Background: an optimization exercise with open tools, aiming at small area, a short achievable clock period and few clock cycles. Do not read the settings as production practice. Where RTL was checked, it was by simulation tests only, not by an equivalence proof against the original. No driver is modelled on the clock port, so clocking that relies on it looks cheaper here than on a real chip. Power is estimated from default activity; no workload was simulated.

the baseline:
// systolic_array_os
module systolic_array_os #(
  parameter int unsigned ROW   = sys_array_pkg::DefaultRow,
  parameter int unsigned COL   = sys_array_pkg::DefaultCol,
  parameter int unsigned ES    = sys_array_pkg::DefaultEs,
  parameter int unsigned K_MAX = sys_array_pkg::DefaultKMax,
  parameter int unsigned ACC_W = 2 * ES + $clog2(K_MAX)
) (
  input  logic                         clk,
  input  logic                         rst_n,
  input  logic                         start,
  input  logic [$clog2(K_MAX+1)-1:0]   k_len,
  input  logic                         signed_mode,
  input  logic                         in_vld,
  output logic                         in_rdy,
  input  logic [ROW*ES-1:0]            a_vec,
  input  logic [COL*ES-1:0]            b_vec,
  output logic                         out_vld,
  input  logic                         out_rdy,
  output logic [COL*ACC_W-1:0]         out_row,
  output logic [$clog2(ROW)-1:0]       out_row_idx,
  output logic                         out_last,
  output logic                         busy,
  output logic                         done
);
clock: 10.0 ns
lec_check: 0
cap_margin: 20
core_margin: 2
core_utilization: 40
setup_slack_margin: 4.5
slew_margin: 20
run.sh (not shown) runs the stock make flow with config.mk's settings and CLKGATE_MAP_FILE= SYNTH_SCRIPT=/design/flow/synth_recipe.tcl, a recipe that flattens the netlist after the stock synthesis.
#### Input delta (the candidate over the baseline)
- SETUP_SLACK_MARGIN changed from 4.5 to 3
==> comparison <==
Status the candidate: flow complete, layout not clean - antenna violations. In the candidate, register-to-register slack is lower than in the baseline. From the candidate to the baseline, I/O pin total did not move at all. Worst-path cell with the longest stage delay = sky130_fd_sc_hd__clkdlybuf4s50_1: the baseline; worst-path cell with the longest stage delay = sky130_fd_sc_hd__buf_4: the candidate. Max clock buffer instance count of the final layout across the candidate and the baseline: the candidate. Row power: the candidate lower / the baseline higher.
No run of this note included a check of the RTL's function; only the layout flow was run.

systolic_array_os, a different RTL version from the one above (not shown whole).
For scale: about 440 flip-flops, about 170 I/O pins, roughly 52000 um^2 of cells after synthesis.
Settings: LEC_CHECK=0, CAP_MARGIN=5, CORE_MARGIN=2, CORE_UTILIZATION=60, SLEW_MARGIN=5; clock period 10.0 ns.
standard.sh (not shown) runs the stock make flow with config.mk's settings and CLKGATE_MAP_FILE= SYNTH_SCRIPT=/design/flow/synth_recipe.tcl, a recipe that flattens the netlist after the stock synthesis.
==> flow/flow/run.sh <==
#!/bin/bash
# Standard ORFS layout with three changes:
#  - synthesis skips Yosys's early "abc -fast", so full adders are extracted from the
#    RTL's own adder expressions (no inverters between adder cells); registers are
#    unchanged,
#  - ports are buffered with buf_2 instead of a delay buffer,
#  - repair_timing aims at a tighter setup margin.
set -u
sed -e 's/synth -nofsm -noshare/synth -nofsm -noshare -noabc/' synth_recipe.tcl > synth_noabc.tcl
bash standard.sh SYNTH_SCRIPT=$PWD/synth_noabc.tcl SETUP_SLACK_MARGIN=5.6 \
  "BUFFER_PORTS_ARGS=-buffer_cell sky130_fd_sc_hd__buf_2" finish > standard.log 2>&1
Next try:
--- a/flow/flow/run.sh
+++ b/flow/flow/run.sh
@@ -9,3 +9,3 @@
 sed -e 's/synth -nofsm -noshare/synth -nofsm -noshare -noabc/' synth_recipe.tcl > synth_noabc.tcl
-bash standard.sh SYNTH_SCRIPT=$PWD/synth_noabc.tcl SETUP_SLACK_MARGIN=5.6 \
+bash standard.sh SYNTH_SCRIPT=$PWD/synth_noabc.tcl SETUP_SLACK_MARGIN=5.3 \
   "BUFFER_PORTS_ARGS=-buffer_cell sky130_fd_sc_hd__buf_2" finish > standard.log 2>&1
- total power is lower by a few percent
- via count is lower by a few percent
- worst setup slack loses 20 ps
- sequential share of layout area is higher by 0.83 points
- wire length is lower by roughly a tenth
- utilization is lower by 4.4 points
- non-clock buffer count is lower by 211
- global-route usage is lower by 2.2 points
- worst hold slack is about the same
- design area is lower by a few percent
- register-to-register slack loses 20 ps
Next try:
Settings changed: CTS_BUF_LIST set to sky130_fd_sc_hd__clkbuf_8, CTS_CLUSTER_DIAMETER set to 50, CTS_CLUSTER_SIZE set to 20.
=>
- The new run completed without violations
- power is lower by 0.67%
- flip-flop and latch count stays the same
- die area does not change
Next try:
Settings changed: CTS_BUF_LIST sky130_fd_sc_hd__clkbuf_8 to not set, CTS_CLUSTER_DIAMETER 50 to 80, CTS_CLUSTER_SIZE 20 to 30.
After rerunning: The changed run passed the timing, design-rule and antenna checks. Combinational power stays flat. Final area decreases by 1.1%. Clock power drops by 17%. Routed wire length fell by 1.6%. Utilization shrinks by 0.74 points. Power came out lower by 3.5%. Worst setup slack is better by 16 ps. Die area is unchanged.
Next try:
--- a/flow/flow/run.sh
+++ b/flow/flow/run.sh
@@ -9,3 +9,3 @@
 sed -e 's/synth -nofsm -noshare/synth -nofsm -noshare -noabc/' synth_recipe.tcl > synth_noabc.tcl
-bash standard.sh SYNTH_SCRIPT=$PWD/synth_noabc.tcl SETUP_SLACK_MARGIN=5.3 \
+bash standard.sh SYNTH_SCRIPT=$PWD/synth_noabc.tcl SETUP_SLACK_MARGIN=5.45 \
   "BUFFER_PORTS_ARGS=-buffer_cell sky130_fd_sc_hd__buf_2" finish > standard.log 2>&1
Settings changed: CTS_CLUSTER_DIAMETER 80 to not set, CTS_CLUSTER_SIZE 30 to not set.
What happened:
- The changed run ran to the end with no violations
- routed wire length increases by 10%
- synthesized cell count is unchanged
- final area increases by 4.7%
- worst setup slack is better by 50 ps
- area after synthesis stays the same
- final cell count increases by 2.8%
Function was not checked in any run of this note: the RTL went through the layout flow alone.

Another version of the RTL of systolic_array_os (not shown whole).
Size: roughly 170 I/O pins, roughly 52000 um^2 of cells after synthesis.
Settings: LEC_CHECK=0, CAP_MARGIN=5, CORE_MARGIN=2, CORE_UTILIZATION=60, CTS_CLUSTER_DIAMETER=80, CTS_CLUSTER_SIZE=30, SLEW_MARGIN=5; clock period 10.0 ns.
==> flow/flow/run.sh <==
#!/bin/bash
# Standard ORFS layout with three changes:
#  - synthesis skips Yosys's early "abc -fast", so full adders are extracted from the
#    RTL's own adder expressions (no inverters between adder cells); registers are
#    unchanged,
#  - ports are buffered with buf_2 instead of a delay buffer,
#  - repair_timing aims at a tighter setup margin.
set -u
sed -e 's/synth -nofsm -noshare/synth -nofsm -noshare -noabc/' synth_recipe.tcl > synth_noabc.tcl
bash standard.sh SYNTH_SCRIPT=$PWD/synth_noabc.tcl SETUP_SLACK_MARGIN=5.2 \
  "BUFFER_PORTS_ARGS=-buffer_cell sky130_fd_sc_hd__buf_2" finish > standard.log 2>&1
The baseline finished with timing, DRC and antenna clean.
Testbench counts at the start, summed over its fixed seeds: cycles 12,017.
Edit:
--- a/flow/flow/run.sh
+++ b/flow/flow/run.sh
@@ -2 +2 @@
-# Standard ORFS layout with three changes:
+# Standard ORFS layout with these changes:
@@ -7 +7 @@
-#  - repair_timing aims at a tighter setup margin.
+#  - repair_timing aims at a tighter setup margin, set per stage.
@@ -10,2 +10,3 @@
-bash standard.sh SYNTH_SCRIPT=$PWD/synth_noabc.tcl SETUP_SLACK_MARGIN=5.2 \
-  "BUFFER_PORTS_ARGS=-buffer_cell sky130_fd_sc_hd__buf_2" finish > standard.log 2>&1
+A=(SYNTH_SCRIPT=$PWD/synth_noabc.tcl "BUFFER_PORTS_ARGS=-buffer_cell sky130_fd_sc_hd__buf_2")
+bash standard.sh "${A[@]}" SETUP_SLACK_MARGIN=0 floorplan > standard_1.log 2>&1
+bash standard.sh "${A[@]}" SETUP_SLACK_MARGIN=5.4 finish > standard_2.log 2>&1
- CTS_CLUSTER_DIAMETER: 80 -> 100
- CTS_CLUSTER_SIZE: 30 -> 40
Outcome: Die area does not change. Critical path depth stays the same. Clock-buffer cell count went down by 12. Utilization went up by 2.9 points. Clock power went down by 16%.

systolic_array_os again, from the RTL that the note above started with.
clock: 10.0 ns
lec_check: 0
cap_margin: 5
core_margin: 2
core_utilization: 60
cts_cluster_diameter: 80
cts_cluster_size: 30
slew_margin: 5
==> flow/flow/run.sh <==
#!/bin/bash
# Standard ORFS layout with three changes:
#  - synthesis skips Yosys's early "abc -fast", so full adders are extracted from the
#    RTL's own adder expressions (no inverters between adder cells); registers are
#    unchanged,
#  - ports are buffered with buf_2 instead of a delay buffer,
#  - repair_timing aims at a tighter setup margin.
set -u
sed -e 's/synth -nofsm -noshare/synth -nofsm -noshare -noabc/' synth_recipe.tcl > synth_noabc.tcl
bash standard.sh SYNTH_SCRIPT=$PWD/synth_noabc.tcl SETUP_SLACK_MARGIN=5.3 \
  "BUFFER_PORTS_ARGS=-buffer_cell sky130_fd_sc_hd__buf_2" finish > standard.log 2>&1
Testbench counts at the start, summed over its fixed seeds: cycles 12,017.
Rerun with:
==> flow/flow/run.sh (replaced) <==
#!/bin/bash
# Standard ORFS layout with these changes:
#  - synthesis skips Yosys's early "abc -fast", so full adders are extracted from the
#    RTL's own adder expressions (no inverters between adder cells); registers are
#    unchanged,
#  - ports are buffered with buf_2 instead of a delay buffer,
#  - repair_timing aims at a tighter setup margin, set per stage.
set -u
sed -e 's/synth -nofsm -noshare/synth -nofsm -noshare -noabc/' synth_recipe.tcl > synth_noabc.tcl
A=(SYNTH_SCRIPT=$PWD/synth_noabc.tcl "BUFFER_PORTS_ARGS=-buffer_cell sky130_fd_sc_hd__buf_2")
bash standard.sh "${A[@]}" SETUP_SLACK_MARGIN=5.0 cts > standard_1.log 2>&1
bash standard.sh "${A[@]}" SETUP_SLACK_MARGIN=5.4 finish > standard_2.log 2>&1
CTS_CLUSTER_DIAMETER = 100   (was 80)
CTS_CLUSTER_SIZE = 40   (was 30)
Critical path depth rose by 11.
Total power fell by about 2.8%.
Clock-buffer cell count fell by 17.
Final cell count rose by about 1.6%.
Die area is unchanged.
Rerun with:
--- a/flow/flow/run.sh
+++ b/flow/flow/run.sh
@@ -10,3 +10,3 @@
 A=(SYNTH_SCRIPT=$PWD/synth_noabc.tcl "BUFFER_PORTS_ARGS=-buffer_cell sky130_fd_sc_hd__buf_2")
-bash standard.sh "${A[@]}" SETUP_SLACK_MARGIN=5.0 cts > standard_1.log 2>&1
-bash standard.sh "${A[@]}" SETUP_SLACK_MARGIN=5.4 finish > standard_2.log 2>&1
+bash standard.sh "${A[@]}" SETUP_SLACK_MARGIN=4.5 floorplan > standard_1.log 2>&1
+bash standard.sh "${A[@]}" SETUP_SLACK_MARGIN=5.3 finish > standard_2.log 2>&1
After rerunning:
- die area is unchanged
- combinational power goes down by 8.0%
- non-clock buffer count shrinks by 103
- core utilization shrinks by 2.5 points
- synthesized area is unchanged
- critical path depth falls by 11
- maximum frequency decreases by 0.48%
- final area decreases by 3.5%
- wire length falls by 10%
- total power fell by 3.4%
- register-to-register slack got worse by 0.02 ns
Rerun with:
--- a/flow/flow/run.sh
+++ b/flow/flow/run.sh
@@ -11,2 +11,2 @@
 bash standard.sh "${A[@]}" SETUP_SLACK_MARGIN=4.5 floorplan > standard_1.log 2>&1
-bash standard.sh "${A[@]}" SETUP_SLACK_MARGIN=5.3 finish > standard_2.log 2>&1
+bash standard.sh "${A[@]}" SETUP_SLACK_MARGIN=5.45 finish > standard_2.log 2>&1
Effect: The new run went through all stages and came out clean. Via count grows by about 4%. Synthesized cell count stays the same. Count of clock-buffer cells in the layout does not change. Worst hold slack barely changes.
Rerun with:
==> flow/flow/run.sh (replaced) <==
#!/bin/bash
# Standard ORFS layout with three changes:
#  - synthesis skips Yosys's early "abc -fast", so full adders are extracted from the
#    RTL's own adder expressions (no inverters between adder cells); registers are
#    unchanged,
#  - ports are buffered with buf_2 instead of a delay buffer,
#  - repair_timing aims at a tighter setup margin.
set -u
sed -e 's/synth -nofsm -noshare/synth -nofsm -noshare -noabc/' synth_recipe.tcl > synth_noabc.tcl
bash standard.sh SYNTH_SCRIPT=$PWD/synth_noabc.tcl SETUP_SLACK_MARGIN=5.3 \
  "BUFFER_PORTS_ARGS=-buffer_cell sky130_fd_sc_hd__buf_2" finish > standard.log 2>&1
Outcome: Setup slack loses 0.076 ns; synthesized cell count does not change; first-iteration DRC count drops by 19%; utilization drops by 3.1 points.

Starting RTL as in the previous note.
==> flow/config.mk <==
export PLATFORM = sky130hd
export DESIGN_NAME = systolic_array_os
export DESIGN_NICKNAME = systolic_array_os
export VERILOG_FILES = /design/flow/design.v
export SDC_FILE = /design/flow/constraint.sdc
export NUM_CORES = 4
export LEC_CHECK = 0
export CAP_MARGIN = 5
export CORE_MARGIN = 2
export CORE_UTILIZATION = 60
export CTS_CLUSTER_DIAMETER = 100
export CTS_CLUSTER_SIZE = 40
export SLEW_MARGIN = 5
==> flow/constraint.sdc <==
create_clock -name core_clock -period 10.0 [get_ports {clk}]
set_input_delay 2.0000 -clock core_clock [delete_from_list [all_inputs] [get_ports {clk}]]
set_output_delay 2.0000 -clock core_clock [all_outputs]
set_load 0.01 [all_outputs]
==> flow/flow/run.sh <==
#!/bin/bash
# Standard ORFS layout with these changes:
#  - synthesis skips Yosys's early "abc -fast", so full adders are extracted from the
#    RTL's own adder expressions (no inverters between adder cells); registers are
#    unchanged,
#  - ports are buffered with buf_2 instead of a delay buffer,
#  - repair_timing aims at a tighter setup margin,
#  - after clock tree synthesis, the operand and per-job control registers are clocked
#    from a short branch of buffers on the clock port (flow/early_clock.tcl): their
#    clock arrives earlier, which helps only their paths into the accumulators (paths
#    between registers); their paths from the inputs lose the same time.
set -u
sed -e 's/synth -nofsm -noshare/synth -nofsm -noshare -noabc/' synth_recipe.tcl > synth_noabc.tcl
A=(SYNTH_SCRIPT=$PWD/synth_noabc.tcl "BUFFER_PORTS_ARGS=-buffer_cell sky130_fd_sc_hd__buf_2" SETUP_SLACK_MARGIN=5.4)
bash standard.sh "${A[@]}" cts > standard_cts.log 2>&1
ODB=$PWD/orfs/results/sky130hd/systolic_array_os/base/4_cts.odb NGROUPS=4 openroad -exit flow/early_clock.tcl > early_clock.log 2>&1
bash standard.sh "${A[@]}" finish > standard_finish.log 2>&1
==> flow/flow/early_clock.tcl <==
# Give the operand and per-job control registers an earlier clock. After clock tree
# synthesis they are moved from the tree's leaves to a shorter branch: one buffer on the
# clock port feeding a few leaf buffers, each placed at the centre of a group of nearby
# registers. Only these registers' paths into the accumulators gain; paths from the
# inputs into them lose.
# usage: openroad -exit early_clock2.tcl   (env: ODB = the CTS database, edited in place)
read_db $::env(ODB)
set db [ord::get_db]
set block [ord::get_db_block]
set clk [$block findNet clk]
set top_master [$db findMaster sky130_fd_sc_hd__clkbuf_16]
set leaf_master [$db findMaster [expr {[info exists ::env(LEAF)] ? $::env(LEAF) : "sky130_fd_sc_hd__clkbuf_16"}]]
set ngroups [expr {[info exists ::env(NGROUPS)] ? $::env(NGROUPS) : 8}]
set onelevel [expr {[info exists ::env(ONELEVEL)] ? $::env(ONELEVEL) : 0}]
set sinks {}
foreach inst [$block getInsts] {
  if {[regexp {^(r_a_n|r_b_n|r_signed|r_clr)} [$inst getName]]} {
    set it [$inst findITerm CLK]
    if {$it ne "NULL" && $it ne ""} { lappend sinks $inst }
  }
}
puts "early-clock sinks: [llength $sinks]"
# k-means on the register locations
set pts {}
foreach inst $sinks { lappend pts [$inst getLocation] }
set cent {}
for {set g 0} {$g < $ngroups} {incr g} {
  lappend cent [lindex $pts [expr {($g * [llength $pts]) / $ngroups}]]
}
for {set iter 0} {$iter < 20} {incr iter} {
  set assign {}
  foreach p $pts {
    set best 0; set bd 1e30
    for {set g 0} {$g < $ngroups} {incr g} {
      lassign [lindex $cent $g] cx cy
      lassign $p px py
      set d [expr {abs($px - $cx) + abs($py - $cy)}]
      if {$d < $bd} { set bd $d; set best $g }
    }
    lappend assign $best
  }
  set newc {}
  for {set g 0} {$g < $ngroups} {incr g} {
    set sx 0; set sy 0; set n 0
    foreach p $pts a $assign { if {$a == $g} { lassign $p px py; set sx [expr {$sx + $px}]; set sy [expr {$sy + $py}]; incr n } }
    if {$n > 0} { lappend newc [list [expr {$sx / $n}] [expr {$sy / $n}]] } else { lappend newc [lindex $cent $g] }
  }
  set cent $newc
}
# top buffer on the clock port, at the centre of the leaf buffers
if {$onelevel} {
  set topnet $clk
} else {
  set top [odb::dbInst_create $block $top_master clkbuf_early_top]
  set topnet [odb::dbNet_create $block clknet_early_top]
  $topnet setSigType CLOCK
  [$top findITerm A] connect $clk
  [$top findITerm X] connect $topnet
}
set tx 0; set ty 0; set nc 0
for {set g 0} {$g < $ngroups} {incr g} {
  set members {}
  foreach inst $sinks a $assign { if {$a == $g} { lappend members $inst } }
  if {[llength $members] == 0} { continue }
  set buf [odb::dbInst_create $block $leaf_master clkbuf_early_$g]
  set net [odb::dbNet_create $block clknet_early_$g]
  $net setSigType CLOCK
  [$buf findITerm A] connect $topnet
  [$buf findITerm X] connect $net
  foreach inst $members {
    set it [$inst findITerm CLK]
    $it disconnect
    $it connect $net
  }
  lassign [lindex $cent $g] cx cy
  $buf setLocation $cx $cy
  $buf setPlacementStatus PLACED
  set tx [expr {$tx + $cx}]; set ty [expr {$ty + $cy}]; incr nc
  puts "clkbuf_early_$g drives [llength $members] registers"
}
if {!$onelevel} {
  $top setLocation [expr {$tx / $nc}] [expr {$ty / $nc}]
  $top setPlacementStatus PLACED
}
detailed_placement
check_placement
write_db $::env(ODB)
The baseline finished clean.
Testbench counts at the start, summed over its fixed seeds: cycles 12,017.
Next try:
--- a/flow/flow/run.sh
+++ b/flow/flow/run.sh
@@ -9,4 +9,4 @@
 #    from a short branch of buffers on the clock port (flow/early_clock.tcl): their
-#    clock arrives earlier, which helps only their paths into the accumulators (paths
-#    between registers); their paths from the inputs lose the same time.
+#    clock arrives
+#    earlier, which helps only their paths into the accumulators (internal paths).
 set -u
@@ -15,3 +15,3 @@
 bash standard.sh "${A[@]}" cts > standard_cts.log 2>&1
-ODB=$PWD/orfs/results/sky130hd/systolic_array_os/base/4_cts.odb NGROUPS=4 openroad -exit flow/early_clock.tcl > early_clock.log 2>&1
+ODB=$PWD/orfs/results/sky130hd/systolic_array_os/base/4_cts.odb openroad -exit flow/early_clock.tcl > early_clock.log 2>&1
 bash standard.sh "${A[@]}" finish > standard_finish.log 2>&1
--- a/flow/flow/early_clock.tcl
+++ b/flow/flow/early_clock.tcl
@@ -11,5 +11,4 @@
 set top_master [$db findMaster sky130_fd_sc_hd__clkbuf_16]
-set leaf_master [$db findMaster [expr {[info exists ::env(LEAF)] ? $::env(LEAF) : "sky130_fd_sc_hd__clkbuf_16"}]]
-set ngroups [expr {[info exists ::env(NGROUPS)] ? $::env(NGROUPS) : 8}]
-set onelevel [expr {[info exists ::env(ONELEVEL)] ? $::env(ONELEVEL) : 0}]
+set leaf_master [$db findMaster sky130_fd_sc_hd__clkbuf_16]
+set ngroups 8
 set sinks {}
@@ -50,11 +49,7 @@
 # top buffer on the clock port, at the centre of the leaf buffers
-if {$onelevel} {
-  set topnet $clk
-} else {
-  set top [odb::dbInst_create $block $top_master clkbuf_early_top]
-  set topnet [odb::dbNet_create $block clknet_early_top]
-  $topnet setSigType CLOCK
-  [$top findITerm A] connect $clk
-  [$top findITerm X] connect $topnet
-}
+set top [odb::dbInst_create $block $top_master clkbuf_early_top]
+set topnet [odb::dbNet_create $block clknet_early_top]
+$topnet setSigType CLOCK
+[$top findITerm A] connect $clk
+[$top findITerm X] connect $topnet
 set tx 0; set ty 0; set nc 0
@@ -80,6 +75,4 @@
 }
-if {!$onelevel} {
-  $top setLocation [expr {$tx / $nc}] [expr {$ty / $nc}]
-  $top setPlacementStatus PLACED
-}
+$top setLocation [expr {$tx / $nc}] [expr {$ty / $nc}]
+$top setPlacementStatus PLACED
 detailed_placement
Effect:
- The new run ran to the end with no violations
- clock-buffer cell count stays the same
- worst hold slack degrades by 7.6 ps
- cell area went up by 0.34%
- clock skew went down by 43 ps
- synthesized area does not change
- die area is unchanged
Next try:
--- a/flow/flow/run.sh
+++ b/flow/flow/run.sh
@@ -9,7 +9,7 @@
 #    from a short branch of buffers on the clock port (flow/early_clock.tcl): their
-#    clock arrives
-#    earlier, which helps only their paths into the accumulators (internal paths).
+#    clock arrives earlier, which helps only their paths into the accumulators (paths
+#    between registers); their paths from the inputs lose the same time.
 set -u
 sed -e 's/synth -nofsm -noshare/synth -nofsm -noshare -noabc/' synth_recipe.tcl > synth_noabc.tcl
-A=(SYNTH_SCRIPT=$PWD/synth_noabc.tcl "BUFFER_PORTS_ARGS=-buffer_cell sky130_fd_sc_hd__buf_2" SETUP_SLACK_MARGIN=5.4)
+A=(SYNTH_SCRIPT=$PWD/synth_noabc.tcl "BUFFER_PORTS_ARGS=-buffer_cell sky130_fd_sc_hd__buf_2" SETUP_SLACK_MARGIN=5.45)
 bash standard.sh "${A[@]}" cts > standard_cts.log 2>&1
The new run passed the timing, design-rule and antenna checks.
Combinational power increases by about 3%.
Cell count grows by 1.7%.
Worst hold slack is worse by 7.4 ps.
Power grows by 0.89%.
Next try:
--- a/flow/flow/run.sh
+++ b/flow/flow/run.sh
@@ -13,5 +13,5 @@
 sed -e 's/synth -nofsm -noshare/synth -nofsm -noshare -noabc/' synth_recipe.tcl > synth_noabc.tcl
-A=(SYNTH_SCRIPT=$PWD/synth_noabc.tcl "BUFFER_PORTS_ARGS=-buffer_cell sky130_fd_sc_hd__buf_2" SETUP_SLACK_MARGIN=5.45)
+A=(SYNTH_SCRIPT=$PWD/synth_noabc.tcl "BUFFER_PORTS_ARGS=-buffer_cell sky130_fd_sc_hd__buf_2" SETUP_SLACK_MARGIN=5.4)
 bash standard.sh "${A[@]}" cts > standard_cts.log 2>&1
-ODB=$PWD/orfs/results/sky130hd/systolic_array_os/base/4_cts.odb openroad -exit flow/early_clock.tcl > early_clock.log 2>&1
+ODB=$PWD/orfs/results/sky130hd/systolic_array_os/base/4_cts.odb NGROUPS=4 openroad -exit flow/early_clock.tcl > early_clock.log 2>&1
 bash standard.sh "${A[@]}" finish > standard_finish.log 2>&1
--- a/flow/flow/early_clock.tcl
+++ b/flow/flow/early_clock.tcl
@@ -11,4 +11,5 @@
 set top_master [$db findMaster sky130_fd_sc_hd__clkbuf_16]
-set leaf_master [$db findMaster sky130_fd_sc_hd__clkbuf_16]
-set ngroups 8
+set leaf_master [$db findMaster [expr {[info exists ::env(LEAF)] ? $::env(LEAF) : "sky130_fd_sc_hd__clkbuf_16"}]]
+set ngroups [expr {[info exists ::env(NGROUPS)] ? $::env(NGROUPS) : 8}]
+set onelevel [expr {[info exists ::env(ONELEVEL)] ? $::env(ONELEVEL) : 0}]
 set sinks {}
@@ -49,7 +50,11 @@
 # top buffer on the clock port, at the centre of the leaf buffers
-set top [odb::dbInst_create $block $top_master clkbuf_early_top]
-set topnet [odb::dbNet_create $block clknet_early_top]
-$topnet setSigType CLOCK
-[$top findITerm A] connect $clk
-[$top findITerm X] connect $topnet
+if {$onelevel} {
+  set topnet $clk
+} else {
+  set top [odb::dbInst_create $block $top_master clkbuf_early_top]
+  set topnet [odb::dbNet_create $block clknet_early_top]
+  $topnet setSigType CLOCK
+  [$top findITerm A] connect $clk
+  [$top findITerm X] connect $topnet
+}
 set tx 0; set ty 0; set nc 0
@@ -75,4 +80,6 @@
 }
-$top setLocation [expr {$tx / $nc}] [expr {$ty / $nc}]
-$top setPlacementStatus PLACED
+if {!$onelevel} {
+  $top setLocation [expr {$tx / $nc}] [expr {$ty / $nc}]
+  $top setPlacementStatus PLACED
+}
 detailed_placement
Settings changed: CTS_CLUSTER_DIAMETER 100 to 80, CTS_CLUSTER_SIZE 40 to 30.
=> Final area goes down by 3.1%; wire length goes down by 5.0%; worst hold slack gains 9.5 ps; total power goes up by 0.49%; area after synthesis stays the same; worst setup slack loses 15 ps; first-iteration DRC count goes down by 16%.

## static timing again, ports no longer ideal
The flow's constraints put no driver on any port. The routed layouts listed below were extracted and timed again, unchanged, in two steps.
Step 1 sets driving cells, clkbuf_16 on the clock port and buf_2 on the other inputs (assumed; they add their load-dependent delay and slew).
Step 2 moves the port delays by t, midway between the first and last clock arrival at a register: inputs arrive t later, outputs are due t later. That takes back most of the time a late clock gives input paths.
Three values: ideal ports, drivers, drivers and shift; two values: the first two.
run | t (ns) | slack for setup (ns) | latest minus earliest clock arrival (ns) | worst data-port slew with drivers (ns) | cell pins on the clock port's net
the baseline | 0.774 | 4.539 / 4.460 / 4.790 | 0.046 / 0.046 | 0.05 | 1
the candidate | 0.771 | 3.800 / 3.720 / 3.945 | 0.028 / 0.028 | 0.05 | 1
the first run of note 2 | 0.736 | 5.407 / 5.407 / 5.407 | 0.020 / 0.021 | 0.05 | 1
the second run of note 2 | 0.734 | 5.388 / 5.329 / 5.388 | 0.020 / 0.019 | 0.05 | 1
the third run of note 2 | 0.815 | 5.368 / 5.366 / 5.368 | 0.052 / 0.052 | 0.05 | 1
the fourth run of note 2 | 0.700 | 5.385 / 5.317 / 5.386 | 0.030 / 0.031 | 0.05 | 1
the fifth run of note 2 | 0.744 | 5.435 / 5.435 / 5.435 | 0.022 / 0.023 | 0.05 | 1
the first run of note 3 | 0.678 | 5.237 / 5.167 / 5.322 | 0.034 / 0.034 | 0.05 | 1
the second run of note 3 | 0.740 | 5.357 / 5.279 / 5.417 | 0.036 / 0.037 | 0.06 | 1
the first run of note 4 | 0.675 | 5.299 / 5.230 / 5.354 | 0.027 / 0.028 | 0.03 | 1
the second run of note 4 | 0.759 | 5.397 / 5.330 / 5.397 | 0.038 / 0.038 | 0.06 | 1
the third run of note 4 | 0.736 | 5.375 / 5.303 / 5.378 | 0.038 / 0.038 | 0.06 | 1
the fourth run of note 4 | 0.740 | 5.455 / 5.455 / 5.455 | 0.032 / 0.032 | 0.07 | 1
the fifth run of note 4 | 0.722 | 5.378 / 5.306 / 5.378 | 0.030 / 0.029 | 0.03 | 1
the first run of note 5 | 0.577 | 5.421 / 5.344 / 5.542 | 0.239 / 0.239 | 0.04 | 2
the second run of note 5 | 0.591 | 5.433 / 5.355 / 5.536 | 0.196 / 0.196 | 0.04 | 2
the third run of note 5 | 0.610 | 5.429 / 5.345 / 5.518 | 0.161 / 0.160 | 0.17 | 2
the fourth run of note 5 | 0.590 | 5.414 / 5.333 / 5.522 | 0.244 / 0.245 | 0.04 | 2
